Source: an optimization exercise on an open RTL-to-GDS flow (aim: small area, a short achievable clock period and few clock cycles per item). Production flows keep margins and buffers that such runs may drop.
The RTL was checked by simulation tests, not by an equivalence proof against the original design.

===== design/flow/design.v =====
package pip_pkg;
	localparam int DEF_MAX_VERTICES = 64;
	localparam int DEF_COORD_WIDTH  = 16;
	localparam int CNT_W            = 7;
	localparam int IDX_IN_W         = 6;
	localparam int LANES            = 16;    
	localparam int OUT_QUEUE        = 8;     
endpackage
module pip_front (
	input  logic        clk,
	input  logic        arst_n,
	input  logic        req_valid,
	output logic        req_ready,
	input  logic        req_action,
	input  logic [5:0]  req_vertex_index,
	input  logic [15:0] req_coord_x,
	input  logic [15:0] req_coord_y,
	output logic        head_valid,
	output logic        head_act,
	output logic [5:0]  head_idx,
	output logic [15:0] head_x,
	output logic [15:0] head_y,
	output logic [7:0]  head_whi,    
	output logic [7:0]  head_wlo,    
	input  logic        pop
);
	logic [38:0] head_q, tail_q, in_d, nxt;
	logic [7:0]  whi_q, wlo_q;
	logic        hv_q, tv_q;
	logic        push;
	assign req_ready  = !tv_q;
	assign push       = req_valid && !tv_q;
	assign in_d       = {req_action, req_vertex_index, req_coord_x, req_coord_y};
	assign head_valid = hv_q;
	assign {head_act, head_idx, head_x, head_y} = head_q;
	assign head_whi   = whi_q;
	assign head_wlo   = wlo_q;
	assign nxt        = tv_q ? tail_q : in_d;
	always_ff @(posedge clk or negedge arst_n) begin
		if (!arst_n) begin
			hv_q <= 1'b0;
			tv_q <= 1'b0;
		end else begin
			if (pop || !hv_q) hv_q <= tv_q || push;
			tv_q <= hv_q && !pop ? (tv_q || push) : (tv_q && push);
		end
	end
	always_ff @(posedge clk) begin
		if (pop || !hv_q) begin
			head_q <= nxt;
			for (int i = 0; i < 8; i++) begin
				whi_q[i] <= (nxt[37:35] == 3'(i));
				wlo_q[i] <= (nxt[34:32] == 3'(i));
			end
		end
		if (!tv_q) tail_q <= in_d;
	end
endmodule
module pip_back (
	input  logic        clk,
	input  logic        arst_n,
	input  logic        in_v,
	input  logic        in_ga,
	input  logic [15:0] ax, ay, bx, by, px, py,
	output logic        hit
);
	localparam int W  = 34;    
	localparam int ND = 9;     
	function automatic logic [16:0] add16(input logic [15:0] a, input logic [15:0] b, input logic ci);
		logic [15:0] g, p, gg, pp;
		logic [16:0] c;
		g  = a & b;
		p  = a ^ b;
		gg = g;
		pp = p;
		for (int d = 1; d < 16; d = d * 2) begin
			for (int i = 15; i >= d; i--) begin
				gg[i] = gg[i] | (pp[i] & gg[i-d]);
				pp[i] = pp[i] & pp[i-d];
			end
		end
		c[0] = ci;
		for (int i = 0; i < 16; i++) c[i+1] = gg[i] | (pp[i] & ci);
		add16 = {c[16], p ^ c[15:0]};
	endfunction
	logic        v1_q;
	logic [15:0] ua_q, ub_q;
	logic [ND-1:0] n1_q, s1_q, t1_q;    
	logic [ND-1:0] n2_q, s2_q, t2_q;    
	logic [16:0] dua, dub, dva, dvb;
	logic [15:0] va, vb;
	logic [18:0] eb, ea;
	assign dua = add16(ax, ~px, 1'b1);
	assign dub = add16(px, ~bx, 1'b1);
	assign dva = add16(in_ga ? py : ay, in_ga ? ~ay : ~py, 1'b1);
	assign dvb = add16(in_ga ? by : py, in_ga ? ~py : ~by, 1'b1);
	assign va  = dva[15:0];
	assign vb  = dvb[15:0];
	assign eb  = {2'b0, vb, 1'b0};
	assign ea  = {2'b0, va, 1'b0};
	always_ff @(posedge clk or negedge arst_n) begin
		if (!arst_n) v1_q <= 1'b0;
		else v1_q <= in_v;
	end
	logic [ND-1:0] n1, s1, t1, n2, s2, t2;
	always_comb begin
		for (int k = 0; k < ND; k++) begin
			n1[k] = !eb[2*k+2] && (eb[2*k+1] || eb[2*k]);
			s1[k] = eb[2*k+1] ^ eb[2*k];
			t1[k] = (eb[2*k+2] && !eb[2*k+1] && !eb[2*k]) || (!eb[2*k+2] && eb[2*k+1] && eb[2*k]);
			n2[k] = ea[2*k+2] && !(ea[2*k+1] && ea[2*k]);
			s2[k] = ea[2*k+1] ^ ea[2*k];
			t2[k] = (ea[2*k+2] && !ea[2*k+1] && !ea[2*k]) || (!ea[2*k+2] && ea[2*k+1] && ea[2*k]);
		end
	end
	always_ff @(posedge clk) begin
		ua_q <= dua[15:0];
		ub_q <= dub[15:0];
		n1_q <= n1;
		s1_q <= s1;
		t1_q <= t1;
		n2_q <= n2;
		s2_q <= s2;
		t2_q <= t2;
	end
	localparam int NR = 2 * ND + 1;
	logic [W-1:0] rows [NR];
	logic [16:0] m;
	logic [17:0] r;
	always_comb begin
		for (int i = 0; i < NR; i++) rows[i] = '0;
		for (int k = 0; k < ND; k++) begin
			m = s1_q[k] ? {1'b0, ua_q} : (t1_q[k] ? {ua_q, 1'b0} : 17'd0);
			r = {!n1_q[k], m ^ {17{n1_q[k]}}};
			rows[k] = rows[k] | (W'(r) << (2*k));
			if (k + 1 < ND) rows[k+1] = rows[k+1] | (W'(n1_q[k]) << (2*k));
			else rows[NR-1] = rows[NR-1] | (W'(n1_q[k]) << (2*k));
			m = s2_q[k] ? {1'b0, ub_q} : (t2_q[k] ? {ub_q, 1'b0} : 17'd0);
			r = {!n2_q[k], m ^ {17{n2_q[k]}}};
			rows[ND+k] = rows[ND+k] | (W'(r) << (2*k));
			if (k + 1 < ND) rows[ND+k+1] = rows[ND+k+1] | (W'(n2_q[k]) << (2*k));
		end
		rows[0] = rows[0] | W'(-(W'(87381) << 18));
	end
	logic [W-1:0] l1 [13];
	logic [W-1:0] l2 [9];
	logic [W-1:0] l3 [6];
	logic [W-1:0] l4 [4];
	logic [W-1:0] l5 [3];
	logic [W-1:0] l6 [2];
	function automatic logic [2*W-1:0] csa(input logic [W-1:0] a, input logic [W-1:0] b,
		input logic [W-1:0] c);
		logic [W-1:0] s, cy;
		s  = a ^ b ^ c;
		cy = (a & b) | (a & c) | (b & c);
		csa = {cy << 1, s};
	endfunction
	always_comb begin
		for (int i = 0; i < 6; i++) {l1[2*i+1], l1[2*i]} = csa(rows[3*i], rows[3*i+1], rows[3*i+2]);
		l1[12] = rows[18];
		for (int i = 0; i < 4; i++) {l2[2*i+1], l2[2*i]} = csa(l1[3*i], l1[3*i+1], l1[3*i+2]);
		l2[8] = l1[12];
		for (int i = 0; i < 3; i++) {l3[2*i+1], l3[2*i]} = csa(l2[3*i], l2[3*i+1], l2[3*i+2]);
		for (int i = 0; i < 2; i++) {l4[2*i+1], l4[2*i]} = csa(l3[3*i], l3[3*i+1], l3[3*i+2]);
	end
	logic         v2_q;
	logic [W-1:0] r2_q [4];
	always_ff @(posedge clk or negedge arst_n) begin
		if (!arst_n) v2_q <= 1'b0;
		else v2_q <= v1_q;
	end
	always_ff @(posedge clk) begin
		for (int i = 0; i < 4; i++) r2_q[i] <= l4[i];
	end
	logic [W-2:0] g, p;
	logic         cin_top, neg, hit_q;
	always_comb begin
		{l5[1], l5[0]} = csa(r2_q[0], r2_q[1], r2_q[2]);
		l5[2] = r2_q[3];
		{l6[1], l6[0]} = csa(l5[0], l5[1], l5[2]);
		g = l6[0][W-2:0] & l6[1][W-2:0];
		p = l6[0][W-2:0] ^ l6[1][W-2:0];
		for (int d = 1; d < W - 1; d = d * 2) begin
			for (int i = W - 2; i >= d; i--) begin
				g[i] = g[i] | (p[i] & g[i-d]);
				p[i] = p[i] & p[i-d];
			end
		end
		cin_top = g[W-2];
		neg = l6[0][W-1] ^ l6[1][W-1] ^ cin_top;
	end
	always_ff @(posedge clk or negedge arst_n) begin
		if (!arst_n) hit_q <= 1'b0;
		else hit_q <= v2_q && neg;
	end
	assign hit = hit_q;
endmodule
module point_in_polygon_test #(
	parameter int MAX_VERTICES = pip_pkg::DEF_MAX_VERTICES,
	parameter int COORD_WIDTH  = pip_pkg::DEF_COORD_WIDTH
) (
	input  logic                          clk,
	input  logic                          arst_n,
	input  logic                          req_valid,
	output logic                          req_ready,
	input  logic                          req_action,
	input  logic [pip_pkg::IDX_IN_W-1:0]  req_vertex_index,
	input  logic signed [COORD_WIDTH-1:0] req_coord_x,
	input  logic signed [COORD_WIDTH-1:0] req_coord_y,
	output logic                          rsp_valid,
	input  logic                          rsp_ready,
	output logic                          rsp_inside_res,
	output logic [pip_pkg::CNT_W-1:0]     rsp_crossing_count,
	input  logic                          cfg_we,
	input  logic [pip_pkg::CNT_W-1:0]     cfg_wdata
);
	localparam int L  = pip_pkg::LANES;
	localparam int LW = $clog2(L);
	localparam int NR = 64 / L;           
	localparam int OQ = pip_pkg::OUT_QUEUE;
	localparam int OW = $clog2(OQ);
	function automatic logic gts16(input logic [15:0] a, input logic [15:0] b);
		logic [15:0] ua, ub, g0, l0;
		logic [7:0]  g1, l1;
		logic [3:0]  g2, l2;
		logic [1:0]  g3, l3;
		ua = a ^ 16'h8000;
		ub = b ^ 16'h8000;
		g0 = ua & ~ub;
		l0 = ~ua & ub;
		for (int j = 0; j < 8; j++) begin
			g1[j] = g0[2*j+1] | (!l0[2*j+1] & g0[2*j]);
			l1[j] = l0[2*j+1] | (!g0[2*j+1] & l0[2*j]);
		end
		for (int j = 0; j < 4; j++) begin
			g2[j] = g1[2*j+1] | (!l1[2*j+1] & g1[2*j]);
			l2[j] = l1[2*j+1] | (!g1[2*j+1] & l1[2*j]);
		end
		for (int j = 0; j < 2; j++) begin
			g3[j] = g2[2*j+1] | (!l2[2*j+1] & g2[2*j]);
			l3[j] = l2[2*j+1] | (!g2[2*j+1] & l2[2*j]);
		end
		gts16 = g3[1] | (!l3[1] & g3[0]);
	endfunction
	logic          few_q;
	logic [NR-1:0] lastrow_q;
	logic [L-1:0]  lanemask_q, wrapmask_q;
	logic [5:0]    nm1_in;
	assign nm1_in = cfg_wdata[6] ? 6'd63 : (cfg_wdata[5:0] - 6'd1);
	always_ff @(posedge clk or negedge arst_n) begin
		if (!arst_n) begin
			few_q      <= 1'b1;
			lastrow_q  <= '0;
			lanemask_q <= '0;
			wrapmask_q <= '0;
		end else if (cfg_we) begin
			few_q <= !cfg_wdata[6] && (cfg_wdata[5:0] < 6'd3);
			for (int r = 0; r < NR; r++) lastrow_q[r] <= (nm1_in[5:LW] == r);
			for (int l = 0; l < L; l++) begin
				lanemask_q[l] <= (LW'(l) <= nm1_in[LW-1:0]);
				wrapmask_q[l] <= (LW'(l) == nm1_in[LW-1:0]);
			end
		end
	end
	logic        head_valid, head_act, pop;
	logic [5:0]  head_idx;
	logic [15:0] head_x, head_y;
	logic [7:0]  head_whi, head_wlo;
	pip_front u_front (
		.clk              (clk),
		.arst_n           (arst_n),
		.req_valid        (req_valid),
		.req_ready        (req_ready),
		.req_action       (req_action),
		.req_vertex_index (req_vertex_index),
		.req_coord_x      (req_coord_x),
		.req_coord_y      (req_coord_y),
		.head_valid       (head_valid),
		.head_act         (head_act),
		.head_idx         (head_idx),
		.head_x           (head_x),
		.head_y           (head_y),
		.head_whi         (head_whi),
		.head_wlo         (head_wlo),
		.pop              (pop)
	);
	logic [63:0][31:0] mem;
	logic              we;
	function automatic logic wsafe(input logic [3:0] row, input logic [7:0] whi, input logic [7:0] wlo);
		logic       hit;
		logic [9:0] wh;
		wh  = {2'b0, whi};
		hit = whi[0] && wlo[0];
		for (int r = 0; r < 4; r++)
			hit = hit || (row[r] && (wh[2*r] || wh[2*r+1] || (wh[2*r+2] && wlo[0])));
		wsafe = !hit;
	endfunction
	assign we = head_valid && !head_act && (!b_v_q || wsafe(b_row_q, head_whi, head_wlo));
	always_ff @(posedge clk) begin
		for (int e = 0; e < 64; e++)
			if (we && head_whi[e/8] && head_wlo[e%8]) mem[e] <= {head_x, head_y};
	end
	logic [NR-1:0] rowsel_q;        
	logic [3:0]    outst_q;         
	logic          start_q;         
	logic          qry, a_last, a_go, start;
	logic [15:0]   vx [L+1];
	logic [15:0]   vy [L+1];
	logic [15:0]   v0x, v0y;
	logic [L:0]    gy, lt;
	logic          gy0, lt0;
	logic [L-1:0]  gj, lj, lane_v, wrap, strad, quick, amb;
	assign qry    = head_valid && head_act;
	assign a_last = few_q || ((rowsel_q & lastrow_q) != '0);
	assign start  = qry && rowsel_q[0] && !more && (outst_q < 4'(OQ));
	assign a_go   = qry && !more && (!rowsel_q[0] || (outst_q < 4'(OQ)));
	assign pop    = we || (a_go && a_last);
	always_comb begin
		for (int l = 0; l <= L; l++) begin
			{vx[l], vy[l]} = '0;
			for (int r = 0; r < NR; r++) begin
				if (r * L + l < 64)
					{vx[l], vy[l]} = {vx[l], vy[l]} | ({32{rowsel_q[r]}} & mem[r*L+l]);
			end
		end
	end
	assign {v0x, v0y} = mem[0];
	always_comb begin
		for (int k = 0; k <= L; k++) begin
			gy[k] = gts16(head_y, vy[k]);
			lt[k] = gts16(vx[k], head_x);
		end
		gy0 = gts16(head_y, v0y);
		lt0 = gts16(v0x, head_x);
	end
	always_comb begin
		for (int l = 0; l < L; l++) begin
			lane_v[l] = !few_q && (!a_last || lanemask_q[l]);
			wrap[l]   = a_last && wrapmask_q[l];
			gj[l]     = wrap[l] ? gy0 : gy[l+1];
			lj[l]     = wrap[l] ? lt0 : lt[l+1];
			strad[l]  = lane_v[l] && (gy[l] != gj[l]);
			quick[l]  = strad[l] && lt[l] && lj[l];
			amb[l]    = strad[l] && (lt[l] != lj[l]);
		end
	end
	always_ff @(posedge clk or negedge arst_n) begin
		if (!arst_n) rowsel_q <= NR'(1);
		else if (a_go) rowsel_q <= a_last ? NR'(1) : {rowsel_q[NR-2:0], 1'b0};
	end
	logic          b_v_q, b_last_q, b_lt0_q, b_gy0_q;
	logic [NR-1:0] b_row_q;
	logic [L-1:0]  b_amb_q, b_quick_q, b_wrap_q;
	logic [L:0]    b_lt_q, b_gy_q;
	logic [15:0]   b_px_q, b_py_q;
	logic          u_v, u_last, u_lt0, u_gy0;
	logic [NR-1:0] u_row;
	logic [L-1:0]  u_amb, u_quick, u_wrap;
	logic [L:0]    u_lt, u_gy;
	logic [15:0]   u_px, u_py;
	logic [L-1:0]  served_q;
	logic [L-1:0]  rem, below, above, sel_lo, sel_hi;
	logic          more;
	always_ff @(posedge clk or negedge arst_n) begin
		if (!arst_n) begin
			b_v_q    <= 1'b0;
			served_q <= '0;
		end else begin
			if (!more) b_v_q <= a_go;
			served_q <= more ? (served_q | sel_lo | sel_hi) : '0;
		end
	end
	always_ff @(posedge clk) begin
		if (!more) begin
			b_last_q  <= a_last;
			b_row_q   <= rowsel_q;
			b_amb_q   <= amb;
			b_quick_q <= quick;
			b_wrap_q  <= wrap;
			b_lt_q    <= lt;
			b_gy_q    <= gy;
			b_lt0_q   <= lt0;
			b_gy0_q   <= gy0;
			b_px_q    <= head_x;
			b_py_q    <= head_y;
		end
	end
	assign u_v     = b_v_q;
	assign u_last  = b_last_q;
	assign u_row   = b_row_q;
	assign u_amb   = b_amb_q;
	assign u_quick = b_quick_q;
	assign u_wrap  = b_wrap_q;
	assign u_lt    = b_lt_q;
	assign u_gy    = b_gy_q;
	assign u_lt0   = b_lt0_q;
	assign u_gy0   = b_gy0_q;
	assign u_px    = b_px_q;
	assign u_py    = b_py_q;
	assign rem = u_amb & ~served_q;
	always_comb begin
		below[0] = 1'b0;
		for (int l = 1; l < L; l++) below[l] = below[l-1] | rem[l-1];
		above[L-1] = 1'b0;
		for (int l = L - 2; l >= 0; l--) above[l] = above[l+1] | rem[l+1];
	end
	assign sel_lo = rem & ~below;
	assign sel_hi = rem & ~above;
	assign more   = u_v && |(rem & below & above);
	logic [15:0]   wx [L+1];
	logic [15:0]   wy [L+1];
	always_comb begin
		for (int l = 0; l <= L; l++) begin
			{wx[l], wy[l]} = '0;
			for (int r = 0; r < NR; r++) begin
				if (r * L + l < 64)
					{wx[l], wy[l]} = {wx[l], wy[l]} | ({32{u_row[r]}} & mem[r*L+l]);
			end
		end
	end
	logic [L:0]  tlo, thi;         
	logic        tlo0, thi0;       
	logic [15:0] u0ax, u0ay, u0bx, u0by, u1ax, u1ay, u1bx, u1by;
	logic        u0ga, u1ga;
	always_comb begin
		tlo = '0;
		thi = '0;
		for (int l = 0; l < L; l++) begin
			tlo[l]   = tlo[l] | sel_lo[l];
			thi[l]   = thi[l] | sel_hi[l];
			tlo[l+1] = tlo[l+1] | (sel_lo[l] & !u_wrap[l]);
			thi[l+1] = thi[l+1] | (sel_hi[l] & !u_wrap[l]);
		end
		tlo0 = |(sel_lo & u_wrap);
		thi0 = |(sel_hi & u_wrap);
		u0ax = {16{tlo0 & u_lt0}} & v0x;
		u0ay = {16{tlo0 & u_lt0}} & v0y;
		u0bx = {16{tlo0 & !u_lt0}} & v0x;
		u0by = {16{tlo0 & !u_lt0}} & v0y;
		u1ax = {16{thi0 & u_lt0}} & v0x;
		u1ay = {16{thi0 & u_lt0}} & v0y;
		u1bx = {16{thi0 & !u_lt0}} & v0x;
		u1by = {16{thi0 & !u_lt0}} & v0y;
		u0ga = tlo0 & u_lt0 & u_gy0;
		u1ga = thi0 & u_lt0 & u_gy0;
		for (int k = 0; k <= L; k++) begin
			u0ax = u0ax | ({16{tlo[k] & u_lt[k]}} & wx[k]);
			u0ay = u0ay | ({16{tlo[k] & u_lt[k]}} & wy[k]);
			u0bx = u0bx | ({16{tlo[k] & !u_lt[k]}} & wx[k]);
			u0by = u0by | ({16{tlo[k] & !u_lt[k]}} & wy[k]);
			u1ax = u1ax | ({16{thi[k] & u_lt[k]}} & wx[k]);
			u1ay = u1ay | ({16{thi[k] & u_lt[k]}} & wy[k]);
			u1bx = u1bx | ({16{thi[k] & !u_lt[k]}} & wx[k]);
			u1by = u1by | ({16{thi[k] & !u_lt[k]}} & wy[k]);
			u0ga = u0ga | (tlo[k] & u_lt[k] & u_gy[k]);
			u1ga = u1ga | (thi[k] & u_lt[k] & u_gy[k]);
		end
	end
	logic          t0_v, t0_last, t0_cnt, e0_v, e1_v;
	logic [L-1:0]  t0_quick;
	logic          e0_ga, e1_ga;
	logic [15:0]   e0_ax, e0_ay, e0_bx, e0_by, e1_ax, e1_ay, e1_bx, e1_by, qx_q, qy_q;
	always_ff @(posedge clk or negedge arst_n) begin
		if (!arst_n) begin
			t0_v    <= 1'b0;
			t0_last <= 1'b0;
			e0_v    <= 1'b0;
			e1_v    <= 1'b0;
		end else begin
			t0_v    <= u_v;
			t0_last <= u_v && u_last && !more;
			e0_v    <= u_v && (rem != '0);
			e1_v    <= u_v && ((rem & below) != '0);
		end
	end
	always_ff @(posedge clk) begin
		t0_quick <= u_quick;
		t0_cnt   <= !more;
		qx_q     <= u_px;
		qy_q     <= u_py;
		e0_ga    <= u0ga;
		e1_ga    <= u1ga;
		e0_ax    <= u0ax;
		e0_ay    <= u0ay;
		e0_bx    <= u0bx;
		e0_by    <= u0by;
		e1_ax    <= u1ax;
		e1_ay    <= u1ay;
		e1_bx    <= u1bx;
		e1_by    <= u1by;
	end
	logic hit0, hit1;
	pip_back u_ex0 (
		.clk (clk), .arst_n (arst_n), .in_v (e0_v), .in_ga (e0_ga),
		.ax (e0_ax), .ay (e0_ay), .bx (e0_bx), .by (e0_by), .px (qx_q), .py (qy_q),
		.hit (hit0)
	);
	pip_back u_ex1 (
		.clk (clk), .arst_n (arst_n), .in_v (e1_v), .in_ga (e1_ga),
		.ax (e1_ax), .ay (e1_ay), .bx (e1_bx), .by (e1_by), .px (qx_q), .py (qy_q),
		.hit (hit1)
	);
	logic          t1_v, t1_last, t2_v, t2_last, t3_v, t3_last;
	logic [LW:0]   t1_qc, t2_qc, t3_qc, qc;
	always_comb begin
		qc = '0;
		for (int l = 0; l < L; l++) qc = qc + (LW+1)'(t0_quick[l]);
	end
	always_ff @(posedge clk or negedge arst_n) begin
		if (!arst_n) begin
			t1_v    <= 1'b0;
			t1_last <= 1'b0;
			t2_v    <= 1'b0;
			t2_last <= 1'b0;
			t3_v    <= 1'b0;
			t3_last <= 1'b0;
		end else begin
			t1_v    <= t0_v;
			t1_last <= t0_last;
			t2_v    <= t1_v;
			t2_last <= t1_last;
			t3_v    <= t2_v;
			t3_last <= t2_last;
		end
	end
	always_ff @(posedge clk) begin
		t1_qc <= t0_cnt ? qc : '0;
		t2_qc <= t1_qc;
		t3_qc <= t2_qc;
	end
	logic [6:0]    acc_q, sum;
	logic          res_push;
	assign sum      = acc_q + 7'(t3_qc) + 7'(hit0) + 7'(hit1);
	assign res_push = t3_v && t3_last;
	always_ff @(posedge clk or negedge arst_n) begin
		if (!arst_n) acc_q <= '0;
		else if (t3_v) acc_q <= t3_last ? 7'd0 : sum;
	end
	logic          ov_q, take, oq_load;
	logic [6:0]    oc_q;
	logic [6:0]    oq_mem [OQ];
	logic [OW-1:0] oq_wp_q, oq_rp_q;
	logic [OW:0]   oq_fill_q;
	logic          oq_empty, oq_push, oq_pop;
	assign take     = ov_q && rsp_ready;
	assign oq_empty = (oq_fill_q == '0);
	assign oq_load  = !ov_q || take;
	assign oq_pop   = oq_load && !oq_empty;
	assign oq_push  = res_push && !(oq_load && oq_empty);
	always_ff @(posedge clk or negedge arst_n) begin
		if (!arst_n) begin
			ov_q      <= 1'b0;
			oq_wp_q   <= '0;
			oq_rp_q   <= '0;
			oq_fill_q <= '0;
			outst_q   <= '0;
			start_q   <= 1'b0;
		end else begin
			start_q   <= start;
			if (oq_load) ov_q <= !oq_empty || res_push;
			if (oq_push) oq_wp_q <= oq_wp_q + 1'b1;
			if (oq_pop) oq_rp_q <= oq_rp_q + 1'b1;
			if (oq_push && !oq_pop) oq_fill_q <= oq_fill_q + 1'b1;
			else if (!oq_push && oq_pop) oq_fill_q <= oq_fill_q - 1'b1;
			if (start_q && !take) outst_q <= outst_q + 1'b1;
			else if (!start_q && take) outst_q <= outst_q - 1'b1;
		end
	end
	always_ff @(posedge clk) begin
		if (oq_push) oq_mem[oq_wp_q] <= sum;
		if (oq_load) oc_q <= oq_empty ? sum : oq_mem[oq_rp_q];
	end
	assign rsp_valid          = ov_q;
	assign rsp_crossing_count = oc_q;
	assign rsp_inside_res     = oc_q[0];
endmodule

===== design/flow/run.sh =====
#!/bin/bash
# synth_recipe.tcl (not shown) runs the flow's synth.tcl, then flattens the netlist and writes it again
# the make line also repeats each setting of config.mk as NAME=value (left out here)
make -C /OpenROAD-flow-scripts/flow DESIGN_CONFIG=/design/flow/config.mk WORK_HOME=/design/flow/orfs CLKGATE_MAP_FILE= SYNTH_SCRIPT=/design/flow/synth_recipe.tcl finish

===== design/flow/config.mk =====
export PLATFORM = sky130hd
export DESIGN_NAME = point_in_polygon_test
export DESIGN_NICKNAME = point_in_polygon_test
export VERILOG_FILES = /design/flow/design.v
export SDC_FILE = /design/flow/constraint.sdc
export NUM_CORES = 4
export LEC_CHECK = 0
export ABC_CLOCK_PERIOD_IN_PS = 3000
export CAP_MARGIN = 20
export CORE_MARGIN = 2
export CORE_UTILIZATION = 45
export SETUP_SLACK_MARGIN = 3.8
export SLEW_MARGIN = 20

===== design/flow/constraint.sdc =====
create_clock -name core_clock -period 8.0 [get_ports {clk}]
set_input_delay 1.6000 -clock core_clock [delete_from_list [all_inputs] [get_ports {clk}]]
set_output_delay 1.6000 -clock core_clock [all_outputs]
set_load 0.01 [all_outputs]

==> impl_results.md, run 1 <==
* Die Y at a little over 600 µm
* Synth cell types at slightly below 100
* Hold/Removal Path Class: reg2reg
* Initial Util at roughly 45%
* Later-pin clock latency in the skew report at 0.98 ns
* Post-CTS Hold Fix Bufs at 0
* Critical path data arrival time at 5.16 ns
* Critical Path Max Stage Delay at 0.65 ns
* RSZ-0062 raised after global routing: yes
* Vias at 138000
* Largest net degree at the start of global routing at about 110
* IO Count at 61
* First-pass GRT wire length at 1001000 µm
* Die W at ~600 µm
* Initial DRC count at ~21000
* Synth Net Count at approximately 16000
* Syn Std Cell Area at roughly 0.17 mm²
* Dominant synthesized flop cell: edfxtp_1
* Status: no timing/DRC/antenna violations
* Largest area contributor in the netlist: edfxtp_1
* Clock slew at reported path FFs at roughly 0.06 ns
* Post-DP HPWL at 493500 µm
* Worst hold start: t1_qc[3]$_SDFF_PN0_
* Layout Nets at roughly 16000
* Yosys warnings at 15
* Routed length per placed instance at ~36 µm
* Reg2reg setup slack at 3.49 ns
* Top post-synthesis cells by area: edfxtp_1 41%, dfxtp_1 7.6%, fa_1 6.6%
* Commonest non-fill, non-tap cell in the layout: edfxtp_1
* Clock sink total at slightly above 3000
* Final Skew at 0.07061 ns
* Clock Tree Root: clkbuf_16
* Router iterations before antenna repair at 10
* Via/cell ratio at about 6.8
* Final setup fails at 0
* Worst r2r dst: e0_bx[0]$_DFF_P_
* Fill cells at ~33000
* DRC errors left at 0
* Area delta synth->final at 14.15%
* Mapped Cells at around 15000
* Area share of the largest cell type after synthesis at roughly 41%
* Post-Syn Area per Cell at between 10 and 15 µm²
* # H-tree levels at 5
* Slew headroom at slightly above 5%
* CTS tree: done
* CTS max path bufs at 4
* Sequential fraction of the synthesis area at a little under 50%
* Hold Path Sink: t2_qc[3]$_DFF_P_
* Worst reg2reg startpoint: b_row_q[2]$_DFFE_PN_
* CP Max Fanout at a little over 100
* FF-to-FF path depth at 8
* Core area at around 0.37 mm²
* Setup_tns at 0 ns
* CP required at slightly below 9 ns
* Die Area at roughly 0.38 mm²
* MaxCap Viol Count at 0
* Ys async rst share at 3.247%
* EDFF count, synth at ~2300
* Most frequent cells in the layout: 2281 x edfxtp_1, 1330 x nand2_1, 1175 x a22oi_1, 747 x inv_1, 704 x nor2_1
* Hold Path Stages at 0
* GRT Overall Usage at between 30 and 40%
* Detailed Route WL at between 700000 and 800000 µm
* Final Max Slew Viols at 0
* Nature of the critical path startpoint: flop
* Buf/Inv on CP at 2
* IO buf count at 60
* Final min period at about 4.5 ns
* Crit Path Category: reg2reg
* CP endpoint kind: flop
* Final period util at between 50% and 60%
* Share of post-route cells with drive strength above 1 at about an eighth
* Critical path's slowest cell: a221oi_2
* Number of synthesized register bits at approximately 3000
* Grt ovf at 0
* Routed Antenna Nets at 0
* Placer congestion estimate at 1.063
* Cell family with most CP delay: compound AO/OA/AOI/OAI gates
* Worst hold slack at ~0.33 ns
* Rows at roughly 230
* Actual slew at the worst max-slew pin at between 1 and 1.5 ns
* FMAX at approximately 220 MHz
* Vias in the first global route at 128200
* Hold Vio Cnt, Final at 0
* Crit-path cells: buf_12 > buf_4 > a221oi_2 > o22ai_1 > nor4_2 > o21ai_0 > a2111oi_0 > nand2_1
* CTS Buf Count at 342
* Initial antenna violation count at 95
[through the flow]
stage | utilization [%] | area, µm² | instances | worst slack [ns]
2_1_floorplan | - | 169000 | 15020 | 3.850
3_3_place_gp | 46.86 | 175600 | 19380 | 2.463
3_5_place_dp | 46.88 | 175700 | 19390 | 2.484
4_1_cts | 50.76 | 190200 | 20130 | 3.634
5_1_grt | 51.44 | 192800 | 20280 | 3.569
6_report | 51.47 | 192900 | 20320 | 3.492
[cells by family (layout without fill, tap and decap cells)]
group	count (synthesis)	after routing	share of synthesized area, %
xor gates and xnor gates	665	665	3.452
muxes	200	200	1.373
and+or+nand+nor	3131	3131	8.331
adders and majority gates	1213	1213	11.15
buffers and inverters	1981	2157	4.704
AOI/OAI and AO/OA	4815	4817	21.43
DFF	3018	3018	49.57
other	0	120	0
[worst reg2reg max path: stages, from the launching register on]
cell       delay, ns
edfxtp_1        0.59
buf_12          0.29
buf_4           0.82
a221oi_2        0.67
o22ai_1         0.32
nor4_2          0.49
o21ai_0         0.19
a2111oi_0       0.38
nand2_1         0.42
[final cells by class]
type / instances / area, µm² / area share [%]
clock buffers: 436 / 9356 / 4.852
flip-flops and latches: 3018 / 83770 / 43.44
well taps: 4994 / 6248 / 3.240
inverters: 778 / 2935 / 1.522
diodes: 120 / 300.3 / 0.1557
multi-input cells: 10030 / 80190 / 41.58
repair buffers: 756 / 8060 / 4.180
clock inverters: 187 / 1997 / 1.035
[routing by layer]
| metal | up-vias | routed length, µm | GRT usage, % |
|---|---|---|---|
| met3 | 2085 | 102300 | 13.27 |
| met4 | 64 | 51910 | 21.51 |
| met2 | 9642 | 304500 | 53.54 |
| li1 | 57570 | - | - |
| met5 | - | 535 | 0.4924 |
| met1 | 68620 | 267500 | 47.16 |
[registers in the layout (all words and copies together) (netlist names), 17 cells and up]
signal          count
b_lt_q             17
oq_mem             56
mem              2048
u_ex0.r2_q        121
u_ex1.r2_q        121
u_front.tail_q     39
b_gy_q             17
u_front.head_q     33
[how the worst max path moves through the flow]
stage / from / to / slack (ns) / cells after the start
floorplan: e1_ga$_DFF_P_ / u_ex1.t1_q[6]$_DFF_P_ / 3.85 / 16
global placement: rowsel_q[2]$_DFFE_PN0P_ / b_quick_q[4]$_DFFE_PN_ / 2.46 / 13
detailed placement: rowsel_q[2]$_DFFE_PN0P_ / b_quick_q[4]$_DFFE_PN_ / 2.48 / 13
CTS: rowsel_q[3]$_DFFE_PN0P_ / b_quick_q[0]$_DFFE_PN_ / 3.63 / 14
global route: rowsel_q[0]$_DFFE_PN1P_ / b_amb_q[5]$_DFFE_PN_ / 3.57 / 15
finish: b_row_q[2]$_DFFE_PN_ / e0_bx[0]$_DFF_P_ / 3.49 / 8
[timing repair]
action | 4_1_cts | 5_1_grt
setup buffers | 91 | 36
gates cloned | 20 | 12
pin swaps | 32 | 59
resized for setup | 306 | 290
endpoints found under the setup margin | 1593 | 1192
[cell usage after synthesis, types with 196 or more instances]
cell         n
a21oi_1    292
a221oi_1   747
a22o_1     662
a22oi_1   1182
clkbuf_1   863
dfxtp_1    639
edfxtp_1  2281
fa_1       554
ha_1       451
inv_1      749
maj3_1     196
nand2_1   1342
nor2_1     732
o21ai_0    538
o22ai_1    425
xnor2_1    519
Testbench counts, summed over its fixed seeds: cycles 16,609, queries 5,877.
==> inputs of run 2 (changes only) <==
--- a/design/flow/config.mk
+++ b/design/flow/config.mk
@@ -9,5 +9,6 @@
 export CAP_MARGIN = 20
 export CORE_MARGIN = 2
 export CORE_UTILIZATION = 45
-export SETUP_SLACK_MARGIN = 3.8
+export SETUP_SLACK_MARGIN = 3.5
 export SLEW_MARGIN = 20
+export TNS_END_PERCENT = 20
==> run 2 against run 1 <==
Sequential cell count stayed put. Global-route usage down 0.60 points. Final area down 1.6%. Utilization shrank 0.82 points.
==> impl_results.md, run 2 <==
* Post-Syn Area per Cell at 11.25 µm² (unchanged)
* CTS tree: done
* Hold/Removal Path Class: reg2reg
* Nature of the critical path startpoint: flop
* IO buf count at 60 (unchanged)
* FMAX at 196.9 MHz (-11%)
* Die W at 616.7 µm (unchanged)
* Vias in the first global route at 127200 (-0.74%)
* Placer congestion estimate at 1.079 (+1.6%)
* Sequential fraction of the synthesis area at 49.57% (unchanged)
* RSZ-0062 raised after global routing: yes
* EDFF count, synth at 2281 (unchanged)
* Clock slew at reported path FFs at 0.07 ns (about the same)
* Crit Path Category: reg2reg
* Die Area at 0.3804 mm² (unchanged)
* Number of synthesized register bits at 3018 (unchanged)
* Router iterations before antenna repair at 10 (unchanged)
* CTS Buf Count at 339 (-0.88%)
* Worst reg2reg startpoint: b_row_q[2]$_DFFE_PN_
* Area share of the largest cell type after synthesis at 40.54% (unchanged)
* Worst Setup SP: b_row_q[2]$_DFFE_PN_
* Place WS at 2.250 ns (-0.2337 ns)
* Final period util at 63.47% (+7.1 points)
* Later-pin clock latency in the skew report at 0.99 ns (about the same)
* Worst hold start: b_py_q[7]$_DFFE_PN_
* First-pass GRT wire length at 986800 µm (-1.4%)
* Final Skew at 0.07109 ns (+0.0004813 ns)
* Slew headroom at 5.927% (+0.88 points)
* Hold Vio Cnt, Final at 0 (unchanged)
* Clock Tree Root: clkbuf_16
* Commonest non-fill, non-tap cell in the layout: edfxtp_1
* Worst hold slack at 0.3180 ns (-0.008212 ns)
* Critical path data arrival time at 5.89 ns (+0.73 ns)
* Final Max Slew Viols at 0 (unchanged)
* Mapped Cells at 15020 (unchanged)
* Post-DP HPWL at 500000 µm (+1.3%)
* Synth cell types at 99 (unchanged)
* Synth Net Count at 16080 (unchanged)
* Via/cell ratio at 6.790 (about the same)
* Die Y at 616.7 µm (unchanged)
* # H-tree levels at 5 (unchanged)
* Worst setup margin at 2.922 ns (-0.5692 ns)
* Actual slew at the worst max-slew pin at 1.411 ns (-0.008016 ns)
* Final setup fails at 0 (unchanged)
* Largest net degree at the start of global routing at 112 (-0.88%)
* Top post-synthesis cells by area: edfxtp_1 41%, dfxtp_1 7.6%, fa_1 6.6%
* Grt ovf at 0 (unchanged)
* Layout Nets at 15950 (-0.16%)
* Largest Register: mem
* CP endpoint kind: flop
* CP required at 8.81 ns (+0.15 ns)
* Syn Std Cell Area at 0.1689 mm² (unchanged)
* Status: no timing/DRC/antenna violations
* Detailed Route WL at 716300 µm (-1.4%)
* IO Count at 61 (unchanged)
* Share of post-route cells with drive strength above 1 at 10.74% (-1.7 points)
* Rows at 225 (unchanged)
* Area delta synth->final at 12.34%
* Biggest regs: mem: 2048 flops, u_ex0.r2_q: 121 flops, u_ex1.r2_q: 121 flops
* Initial Util at 45.09% (unchanged)
* Ys async rst share at 3.247% (unchanged)
* Core area at 0.3747 mm² (unchanged)
* Dominant synthesized flop cell: edfxtp_1
* Final min period at 5.078 ns (+0.5693 ns)
* Initial antenna violation count at 79 (-17%)
* CTS max path bufs at 4 (unchanged)
* Setup_tns at 0 ns (unchanged)
* Clock sink total at 3018 (unchanged)
* GRT Overall Usage at 36.24% (-0.60 points)
* Vias at 137400 (-0.44%)
* Final Core Density at 50.65% (-0.82 points)
* Most frequent cells in the layout: 2281 x edfxtp_1, 1334 x nand2_1, 1181 x a22oi_1, 747 x inv_1, 728 x a221oi_1
* Post-CTS Hold Fix Bufs at 0 (unchanged)
* Fill cells at 33010 (+1.1%)
* Largest register FFs at 2048 (unchanged)
* Routed length per placed instance at 35.41 µm (-1.0%)
* MaxCap Viol Count at 0 (unchanged)
* CP Max Fanout at 89 (-14%)
* Initial DRC count at 21390 (+1.4%)
* Largest area contributor in the netlist: edfxtp_1
* Synth cell count leaders: 2281 x edfxtp_1, 1342 x nand2_1, 1182 x a22oi_1, 863 x clkbuf_1, 749 x inv_1
* Yosys warnings at 15 (unchanged)
* DRC errors left at 0 (unchanged)
* Routed Antenna Nets at 0 (unchanged)
* Count leader, synth: edfxtp_1
==> run 2: cell counts after synthesis <==
No cell type changed its count.
==> run 2: logic make-up (layout without fill, tap and decap cells) <==
group           count (synthesis)  count (layout)  share of synthesized area (%)
flops                        3018            3018                          49.57
fa+ha+maj                    1213            1213                          11.15
xor+xnor                      665             665                          3.452
other cells                     0              53                              0
mux                           200             200                          1.373
simple gates                 3131            3131                          8.331
compound gates               4815            4815                          21.43
buf+inv                      1981            2143                          4.704
==> run 2: layer usage <==
| metal | part of all wire [%] | GRT usage (%) |
|---|---|---|
| met5 | 0.037 | 0 |
| met4 | 6.1 | 17.93 |
| met3 | 13 | 11.29 |
| met2 | 43 | 54.03 |
| met1 | 38 | 47.69 |
==> run 2: stage by stage <==
| step | std cells | cell area [µm²] |
|---|---|---|
| detailed placement | 19450 | 176000 |
| global placement | 19430 | 175800 |
| finish | 20230 | 189800 |
| floorplan | 15020 | 169000 |
| global route | 20210 | 189700 |
| CTS | 20100 | 188300 |
==> run 2: repair_timing <==
| item | CTS | global route |
|---|---|---|
| pin swaps | 3 | 20 |
| buffers inserted | 16 | 53 |
| gates resized for setup | 61 | 106 |
| setup endpoints to repair | 318 | 271 |
| cloned | 5 | 8 |
==> run 2: cell type report <==
| cell class | instances | area [µm²] | area share (%) |
|---|---|---|---|
| sequential | 3018 | 83760 | 44.13 |
| clock buffer | 460 | 9512 | 5.012 |
| tap | 4994 | 6248 | 3.292 |
| antenna | 53 | 132.6 | 0.06988 |
| timing repair buffer | 735 | 6925 | 3.649 |
| clock inverter | 170 | 2052 | 1.081 |
| inverter | 778 | 2943 | 1.551 |
| multi-input combinational | 10020 | 78220 | 41.21 |
==> run 2: critical path, stage by stage, from the launching register on <==
cell,delay [ns]
edfxtp_1,0.76
buf_12,0.38
buf_12,0.25
a221oi_1,1.19
o221ai_1,0.36
nor4_1,1.00
nand2_1,0.27
a211o_1,0.44
==> run 2: worst paths after layout <==
kind                                       endpoint  slack, ns  cells past startpoint
setup / recovery                   e1_bx[1]$_DFF_P_       2.92                      7
hold / removal                      qy_q[7]$_DFF_P_       0.32                      0
setup reg to reg                   e1_bx[1]$_DFF_P_       2.92                      7
hold reg to reg                     qy_q[7]$_DFF_P_       0.32                      0
max in group asynchronous   rowsel_q[1]$_DFFE_PN0P_       5.87                      2
min in group asynchronous  lastrow_q[0]$_DFFE_PN0P_       0.69                      1
==> inputs of run 3 (changes only) <==
--- a/design/flow/config.mk
+++ b/design/flow/config.mk
@@ -9,6 +9,7 @@
 export CAP_MARGIN = 20
 export CORE_MARGIN = 2
 export CORE_UTILIZATION = 45
-export SETUP_SLACK_MARGIN = 3.5
+export CTS_BUF_LIST = sky130_fd_sc_hd__clkbuf_8 sky130_fd_sc_hd__clkbuf_4
+export SETUP_SLACK_MARGIN = 3.8
 export SLEW_MARGIN = 20
 export TNS_END_PERCENT = 20
==> run 3 against run 2 <==
Still clean. Hold slack better by 0.0039 ns. Register-to-register slack improved by 0.56 ns. Sequential cell count stayed put. Critical path type unchanged.
==> impl_results.md, run 3 <==
* CTS Buf Count at 537 (+58%)
* Synth cell types at 99 (unchanged)
* Later-pin clock latency in the skew report at 1.27 ns (+0.28 ns)
* Buf/Inv on CP at 2 (unchanged)
* CTS max path bufs at 4 (unchanged)
* Vias in the first global route at 130900 (+2.9%)
* Die W at 616.7 µm (unchanged)
* Routed Antenna Nets at 0 (unchanged)
* Post-CTS Hold Fix Bufs at 0 (unchanged)
* Cell family with most CP delay: compound AO/OA/AOI/OAI gates
* Die Y at 616.7 µm (unchanged)
* IO buf count at 60 (unchanged)
* CP required at 9.14 ns (+0.33 ns)
* CP Max Fanout at 103 (+16%)
* Most frequent cells in the layout: 2281 x edfxtp_1, 1329 x nand2_1, 1168 x a22oi_1, 746 x inv_1, 700 x nor2_1
* Die Area at 0.3804 mm² (unchanged)
* Sequential fraction of the synthesis area at 49.57% (unchanged)
* Final setup fails at 0 (unchanged)
* Yosys warnings at 15 (unchanged)
* FF-to-FF path depth at 9 (+2)
* Hold Vio Cnt, Final at 0 (unchanged)
* CTS tree: done
* Largest register FFs at 2048 (unchanged)
* Status: no timing/DRC/antenna violations
* EDFF count, synth at 2281 (unchanged)
* FMAX at 221.3 MHz (+12%)
* Clock slew at reported path FFs at 0.07 ns (about the same)
* Share of post-route cells with drive strength above 1 at 15.16% (+4.4 points)
* # H-tree levels at 6 (+1)
* Critical path data arrival time at 5.66 ns (-0.23 ns)
* Slew headroom at 5.552% (-0.37 points)
* Crit Path Category: reg2reg
* Rows at 225 (unchanged)
* Critical path depth at 9 (+2)
* GRT Overall Usage at 37.12% (+0.88 points)
* Hold/Removal Path Class: reg2reg
* First-pass GRT wire length at 1009000 µm (+2.2%)
* Final Skew at 0.1089 ns (+0.03781 ns)
* Commonest non-fill, non-tap cell in the layout: edfxtp_1
* Ys async rst share at 3.247% (unchanged)
* Core area at 0.3747 mm² (unchanged)
* Initial Util at 45.09% (unchanged)
* Clock Tree Root: clkbuf_8
* Actual slew at the worst max-slew pin at 1.411 ns (+0.0004071 ns)
* Largest Register: mem
* Post-DP HPWL at 493500 µm (-1.3%)
* Hold Path Sink: qy_q[3]$_DFF_P_
* Synth cell count leaders: 2281 x edfxtp_1, 1342 x nand2_1, 1182 x a22oi_1, 863 x clkbuf_1, 749 x inv_1
* Largest net degree at the start of global routing at 113 (+0.89%)
* DRC errors left at 0 (unchanged)
* Critical Path Max Stage Delay at 0.94 ns (-0.25 ns)
* Setup_tns at 0 ns (unchanged)
* Initial antenna violation count at 86 (+8.9%)
* Nature of the critical path startpoint: flop
* Mapped Cells at 15020 (unchanged)
* Final period util at 56.47% (-7.0 points)
* Worst reg2reg startpoint: b_row_q[2]$_DFFE_PN_
* Worst r2r dst: e1_ax[11]$_DFF_P_
* Grt ovf at 0 (unchanged)
* Via/cell ratio at 6.772 (-0.26%)
* Routed length per placed instance at 35.48 µm (+0.22%)
* Synth Net Count at 16080 (unchanged)
* Count leader, synth: edfxtp_1
* Clock sink total at 3018 (unchanged)
* Final min period at 4.518 ns (-0.5598 ns)
* Largest area contributor in the netlist: edfxtp_1
* Area share of the largest cell type after synthesis at 40.54% (unchanged)
* Vias at 140200 (+2.1%)
* Dominant synthesized flop cell: edfxtp_1
* Placer congestion estimate at 1.063 (-1.5%)
* Router iterations before antenna repair at 12 (+2)
* Hold Path Stages at 0 (unchanged)
* RSZ-0062 raised after global routing: yes
* Layout Nets at 16220 (+1.7%)
* Syn Std Cell Area at 0.1689 mm² (unchanged)
* CP endpoint kind: flop
* Number of synthesized register bits at 3018 (unchanged)
* Top post-synthesis cells by area: edfxtp_1 41%, dfxtp_1 7.6%, fa_1 6.6%
* Initial DRC count at 21100 (-1.3%)
* Post-route cell area at 0.1935 mm² (+2.0%)
* Crit-path cells: buf_12 > buf_4 > a221oi_1 > o21ai_0 > a2111oi_0 > o2111ai_1 > a221oi_1 > o221ai_1 > a21o_1
* Dpl cell area at 0.1757 mm² (-0.19%)
* Area delta synth->final at 14.54%
* IO Count at 61 (unchanged)
* Worst path most repeated cell: a221oi_1
* Reg2reg setup slack at 3.48 ns (+0.56 ns)
* Critical path's slowest cell: a221oi_1
* Final Max Slew Viols at 0 (unchanged)
* Biggest regs: mem: 2048 flops, u_ex0.r2_q: 121 flops, u_ex1.r2_q: 121 flops
* MaxCap Viol Count at 0 (unchanged)
* Fill cells at 32820 (-0.59%)
* Post-Syn Area per Cell at 11.25 µm² (unchanged)
* Worst hold start: b_py_q[3]$_DFFE_PN_
* Detailed Route WL at 734600 µm (+2.5%)
## run 3: cell counts after synthesis
Identical to the previous run, type by type.
## run 3: final cells by class
class,count,area [µm²],area share (%)
antenna,118,295.3,0.1526
clock buffer,767,9518,4.918
clock inverter,195,1734,0.8961
inverter,778,2940,1.519
multi-input combinational,10030,80340,41.52
sequential,3018,83770,43.29
tap,4994,6248,3.229
timing repair buffer,805,8670,4.480
## run 3: how the worst max path moves through the flow
stage	endpoint	start
floorplan	u_ex1.t1_q[6]$_DFF_P_	e1_ga$_DFF_P_
global placement	b_quick_q[4]$_DFFE_PN_	rowsel_q[2]$_DFFE_PN0P_
detailed placement	b_quick_q[4]$_DFFE_PN_	rowsel_q[2]$_DFFE_PN0P_
CTS	u_ex1.hit_q$_DFF_PN0_	u_ex1.r2_q[2][3]$_DFF_P_
global route	e1_bx[11]$_DFF_P_	b_row_q[2]$_DFFE_PN_
finish	e1_ax[11]$_DFF_P_	b_row_q[2]$_DFFE_PN_
## run 3: layer usage
layer	global-route usage [%]	part of all wire [%]	vias up
met5	0.06313	0.068	-
met4	21.99	7.1	52
met3	13.64	14	2241
met2	53.85	42	10220
met1	47.33	37	69540
li1	-	-	58140
## run 3: cells by family (layout without fill, tap and decap cells)
logic type / after synthesis / in the layout / synth area share (%)
AO/OA/AOI/OAI: 4815 / 4817 / 21.43
AND/OR/NAND/NOR: 3131 / 3131 / 8.331
flip-flops: 3018 / 3018 / 49.57
buffers and inverters: 1981 / 2545 / 4.704
adder cells (fa/ha/maj): 1213 / 1213 / 11.15
XOR/XNOR: 665 / 665 / 3.452
multiplexers: 200 / 200 / 1.373
other: 0 / 118 / 0
## run 3: through the flow
stage | worst slack [ns] | std cells | utilization [%] | hold slack [ns]
after detailed placement | 2.484 | 19390 | 46.88 | 0.3121
after CTS | 3.541 | 20510 | 50.93 | 0.3275
after global placement | 2.463 | 19380 | 46.86 | 0.3120
final | 3.482 | 20700 | 51.64 | 0.3219
after global routing | 3.597 | 20670 | 51.62 | 0.3324
after floorplan | 3.850 | 15020 | - | 0.3096
## run 3: repair_timing
action / 4_1_cts / 5_1_grt
resized for setup: 361 / 290
setup endpoints to repair: 1600 / 1262
pin swaps: 111 / 100
buffers inserted: 123 / 48
gates cloned: 27 / 12

port drivers added, routing unchanged:
In the flow no input, the clock included, has a driving cell. The finished layouts below were timed again as built, in two steps. Step 1 (the two cells are an assumption about what drives the block):
set clk [get_ports {clk}]
set_driving_cell -lib_cell sky130_fd_sc_hd__clkbuf_16 $clk
set_driving_cell -lib_cell sky130_fd_sc_hd__buf_2 [delete_from_list [all_inputs] $clk]
Step 2 adds t to the input delays and takes it off the output delays; t is the mean of the earliest and latest rising clock arrival at the registers after step 1. Input paths then give back, and output paths get back, about the clock's delay inside the block. Slacks: ideal ports / drivers / drivers and shift; pairs: ideal ports / drivers.
run | t, ns | setup WS [ns] | worst hold slack (ns) | worst setup path at the end | latest minus earliest clock arrival (ns)
run 1 | 1.069 | 3.492 / 3.492 / 3.492 | 0.326 / 0.326 / 0.326 | register to register | 0.074 / 0.073
run 2 | 1.078 | 2.922 / 2.922 / 2.922 | 0.318 / 0.318 / 0.318 | register to register | 0.075 / 0.075
run 3 | 1.335 | 3.482 / 3.482 / 3.482 | 0.322 / 0.322 / 0.322 | register to register | 0.116 / 0.116
After both steps every run listed still meets setup and hold.
